This is an optimization exercise on Yosys and OpenROAD, whose aim is small area, a short achievable clock period and few clock cycles per item, not a production implementation. Where RTL was checked, it was by simulation tests only, not by an equivalence proof against the original. Power is estimated from default activity; no workload was simulated.

## rv_core_top
module rv_core_top #(
	parameter int IMEM_AW = 12,
	parameter int DMEM_AW = 12
) (
	input  logic               CLK,
	input  logic               RSTn,
	output logic [IMEM_AW-1:0] i_mem_addr,
	input  logic [XLEN-1:0]    i_mem_rdata,
	output logic [REG_AW-1:0]  rf_ra1,
	output logic [REG_AW-1:0]  rf_ra2,
	input  logic [XLEN-1:0]    rf_rd1,
	input  logic [XLEN-1:0]    rf_rd2,
	output logic               rf_we,
	output logic [REG_AW-1:0]  rf_wa,
	output logic [XLEN-1:0]    rf_wd,
	output logic [DMEM_AW-1:0] d_mem_addr,
	output logic [XLEN-1:0]    d_mem_wdata,
	output logic               d_mem_we,
	input  logic [XLEN-1:0]    d_mem_rdata,
	output logic [31:0]        num_inst
);
	logic [XLEN-1:0]   e_a;
	logic [XLEN-1:0]   e_b;
	logic [13:0]       e_ea;
	logic              stall;
	logic [2:0]        e_f3;
	logic              e_sub;
	logic              e_alt;
	logic              e_load;
	logic              e_store;
	logic              e_we;
	logic [REG_AW-1:0] e_rd;
	logic [XLEN-1:0]   e_out;
	rv_fetch #(.IMEM_AW(IMEM_AW)) u_fetch (
		.CLK        (CLK),
		.RSTn       (RSTn),
		.stall      (stall),
  ...
Size: roughly 2300 cells after synthesis, roughly 170 flip-flops, about 15000 µm² of cells after synthesis.
==> module rv_decode, before the edit <==
module rv_decode (
	input  logic              CLK,
	input  logic              RSTn,
	input  logic [XLEN-1:0]   instr,
	input  logic [XLEN-1:0]   rf_rd1,
	input  logic [XLEN-1:0]   rf_rd2,
	output logic [REG_AW-1:0] rf_ra1,
	output logic [REG_AW-1:0] rf_ra2,
	input  logic [XLEN-1:0]   e_fwd,
	input  logic [XLEN-1:0]   d_mem_rdata,
	input  logic              w_we,
	input  logic [REG_AW-1:0] w_rd,
	input  logic [XLEN-1:0]   w_fwd,
	output logic              stall,
	output logic [XLEN-1:0]   e_a,
	output logic [XLEN-1:0]   e_b,
	output logic [13:0]       e_ea,
	output logic [2:0]        e_f3,
	output logic              e_sub,
	output logic              e_alt,
	output logic              e_load,
	output logic              e_store,
	output logic              e_we,
	output logic [REG_AW-1:0] e_rd
);
	function automatic logic [13:0] add14(
		input logic [13:0] x,
		input logic [13:0] y
	);
		logic [13:0] g;
		logic [13:0] p;
		logic [13:0] pp;
		g  = x & y;
		p  = x ^ y;
		pp = p;
		for (int l = 0; l < 4; l++) begin
			for (int i = 13; i >= 0; i--) begin
				if ((i >> l) & 1) begin
					g[i]  = g[i] | (pp[i] & g[((i >> l) << l) - 1]);
					pp[i] = pp[i] & pp[((i >> l) << l) - 1];
				end
			end
		end
		add14[0] = p[0];
		for (int i = 1; i < 14; i++)
			add14[i] = p[i] ^ g[i-1];
	endfunction
	logic              is_alu;
	logic              is_r;
	logic              is_load;
	logic              is_store;
	logic [2:0]        f3;
	logic [REG_AW-1:0] rd;
	logic              hit_e1;
	logic              hit_e2;
	logic [XLEN-1:0]   rf_w1;
	logic [XLEN-1:0]   rf_w2;
	logic [13:0]       ea_rf;
	logic [13:0]       ea_w;
	logic [13:0]       ea_ld;
	logic [13:0]       off;
	assign is_alu   = instr[4];
	assign is_r     = instr[4] && instr[5];
	assign is_load  = !instr[4] && !instr[5];
	assign is_store = !instr[4] && instr[5];
	assign f3       = instr[14:12];
	assign rd       = instr[11:7];
	assign rf_ra1   = instr[19:15];
	assign rf_ra2   = instr[24:20];
	assign hit_e1 = e_we && e_rd == rf_ra1;
	assign hit_e2 = e_we && e_rd == rf_ra2;
	assign rf_w1 = (w_we && w_rd == rf_ra1) ? w_fwd : rf_rd1;
	assign rf_w2 = (w_we && w_rd == rf_ra2) ? w_fwd : rf_rd2;
	assign ea_rf = add14(rf_rd1[13:0], off);
	assign ea_w  = add14(w_fwd[13:0], off);
	assign ea_ld = add14(d_mem_rdata[13:0], off);
	assign stall = !instr[4] && hit_e1 && !e_load;
	assign off = {{2{instr[31]}}, instr[31:25], instr[5] ? instr[11:7] : instr[24:20]};
	always_ff @(posedge CLK) begin
		if (RSTn) begin
			e_we    <= 1'b0;
			e_store <= 1'b0;
		end else begin
			e_we    <= (is_alu || is_load) && (rd != '0) && !stall;
			e_store <= is_store && !stall;
		end
	end
	always_ff @(posedge CLK) begin
		e_a     <= hit_e1 ? e_fwd : rf_w1;
		if (!instr[5])
			e_b <= {{20{instr[31]}}, instr[31:20]};
		else
			e_b <= hit_e2 ? e_fwd : rf_w2;
		if (hit_e1 && e_load)
			e_ea <= ea_ld;
		else if (w_we && w_rd == rf_ra1)
			e_ea <= ea_w;
		else
			e_ea <= ea_rf;
		e_f3    <= f3;
		e_sub   <= (is_r && f3 == F3_ADD && instr[30]) || (f3 == F3_SLT) || (f3 == F3_SLTU);
		e_alt   <= instr[30];
		e_load  <= is_load;
		e_rd    <= rd;
	end
endmodule
==> flow/config.mk <==
export PLATFORM = sky130hd
export DESIGN_NAME = rv_core_top
export DESIGN_NICKNAME = rv_core_top
export VERILOG_FILES = /design/flow/design.v
export SDC_FILE = /design/flow/constraint.sdc
export NUM_CORES = 4
export LEC_CHECK = 0
export ABC_AREA = 1
export CAP_MARGIN = 20
export CORE_MARGIN = 2
export CORE_UTILIZATION = 30
export SETUP_SLACK_MARGIN = 3
export SLEW_MARGIN = 20
==> flow/constraint.sdc <==
create_clock -name core_clock -period 6.5 [get_ports {CLK}]
set_input_delay 1.3000 -clock core_clock [delete_from_list [all_inputs] [get_ports {CLK}]]
set_output_delay 1.3000 -clock core_clock [all_outputs]
set_load 0.01 [all_outputs]
standard.sh (not shown) runs the stock make flow with config.mk's settings and CLKGATE_MAP_FILE= SYNTH_SCRIPT=/design/flow/synth_recipe.tcl, a recipe that flattens the netlist after the stock synthesis.
==> flow/flow/run.sh <==
#!/bin/bash
# The standard layout (standard.sh, the standard flow's own ORFS run) with one change:
# the buffer that global placement puts on every input and output port is
# the smallest plain buffer, sky130_fd_sc_hd__buf_1, instead of ORFS's
# default pick (a clkdlybuf4s50_1 delay cell). Every port still gets its
# own buffer. ORFS writes each step's full log under orfs/logs/; the make
# output goes to standard.log here.
set -euo pipefail
export BUFFER_PORTS_ARGS="-buffer_cell sky130_fd_sc_hd__buf_1"
bash standard.sh finish > standard.log 2>&1 || { tail -50 standard.log; exit 1; }
tail -5 standard.log
Edit:
--- a/flow/design.v
+++ b/flow/design.v
@@ -153,28 +153,6 @@
 	output logic              e_we,
 	output logic [REG_AW-1:0] e_rd
 );
-	function automatic logic [13:0] add14(
-		input logic [13:0] x,
-		input logic [13:0] y
-	);
-		logic [13:0] g;
-		logic [13:0] p;
-		logic [13:0] pp;
-		g  = x & y;
-		p  = x ^ y;
-		pp = p;
-		for (int l = 0; l < 4; l++) begin
-			for (int i = 13; i >= 0; i--) begin
-				if ((i >> l) & 1) begin
-					g[i]  = g[i] | (pp[i] & g[((i >> l) << l) - 1]);
-					pp[i] = pp[i] & pp[((i >> l) << l) - 1];
-				end
-			end
-		end
-		add14[0] = p[0];
-		for (int i = 1; i < 14; i++)
-			add14[i] = p[i] ^ g[i-1];
-	endfunction
 	logic              is_alu;
 	logic              is_r;
 	logic              is_load;
@@ -185,9 +163,7 @@
 	logic              hit_e2;
 	logic [XLEN-1:0]   rf_w1;
 	logic [XLEN-1:0]   rf_w2;
-	logic [13:0]       ea_rf;
-	logic [13:0]       ea_w;
-	logic [13:0]       ea_ld;
+	logic [13:0]       base;
 	logic [13:0]       off;
 	assign is_alu   = instr[4];
 	assign is_r     = instr[4] && instr[5];
@@ -201,11 +177,9 @@
 	assign hit_e2 = e_we && e_rd == rf_ra2;
 	assign rf_w1 = (w_we && w_rd == rf_ra1) ? w_fwd : rf_rd1;
 	assign rf_w2 = (w_we && w_rd == rf_ra2) ? w_fwd : rf_rd2;
-	assign ea_rf = add14(rf_rd1[13:0], off);
-	assign ea_w  = add14(w_fwd[13:0], off);
-	assign ea_ld = add14(d_mem_rdata[13:0], off);
+	assign base  = (hit_e1 && e_load) ? d_mem_rdata[13:0] : rf_w1[13:0];
 	assign stall = !instr[4] && hit_e1 && !e_load;
-	assign off = {{2{instr[31]}}, instr[31:25], instr[5] ? instr[11:7] : instr[24:20]};
+	assign off = {{2{instr[31]}}, instr[31:25], is_store ? instr[11:7] : instr[24:20]};
 	always_ff @(posedge CLK) begin
 		if (RSTn) begin
 			e_we    <= 1'b0;
@@ -221,12 +195,7 @@
 			e_b <= {{20{instr[31]}}, instr[31:20]};
 		else
 			e_b <= hit_e2 ? e_fwd : rf_w2;
-		if (hit_e1 && e_load)
-			e_ea <= ea_ld;
-		else if (w_we && w_rd == rf_ra1)
-			e_ea <= ea_w;
-		else
-			e_ea <= ea_rf;
+		e_ea    <= base + off;
 		e_f3    <= f3;
 		e_sub   <= (is_r && f3 == F3_ADD && instr[30]) || (f3 == F3_SLT) || (f3 == F3_SLTU);
 		e_alt   <= instr[30];
After rerunning:
- synthesized area went down by 7.0%
- setup slack is worse by 0.038 ns
- final cell count shrinks by 3.2%
- global-route usage increases by 1.2 points
- design area shrinks by 3.4%
- first-iteration DRC count is lower by 13%
- die area decreases by 6.9%
- total power goes down by 2.3%
- worst hold slack loses 0.027 ns
- clock-buffer cell count grows by 2
- sequential share of layout area is higher by 0.75 points
- combinational power falls by about 7%
- maximum frequency goes down by 1.1%
Testbench counts after the change, summed over its fixed seeds: cycles 4,853, instructions 4,800.
No functional check of the RTL was part of the first run of this note.

[static timing again, ports no longer ideal]
The flow's constraints put no driver on any port. The routed layouts listed below were extracted and timed again, unchanged, in two steps. Step 1: set_driving_cell puts a clkbuf_16 on CLK and a buf_2 on each other input, an assumption about the parent block. Step 2 adds t to the input delays and takes it off the output delays; t is the mean of the earliest and latest rising clock arrival at the registers after step 1. Input paths then give back, and output paths get back, about the clock's delay inside the block. Three values: ideal, step 1, step 2; two values: the first two.
run	shift t [ns]	setup WS [ns]	clock arrival spread, ns	worst register clock-pin slew, ns	pins driven straight from the clock port
the first run	0.518	3.120 / 3.149 / 2.631	0.012 / 0.013	0.08 / 0.08	1
the second run	0.502	3.082 / 3.112 / 2.610	0.023 / 0.023	0.08 / 0.08	1
After both steps setup and hold are still met in every run listed. For the first run, which loses most, drivers alone change the setup slack by +0.029 ns; drivers and shift together by -0.489 ns.
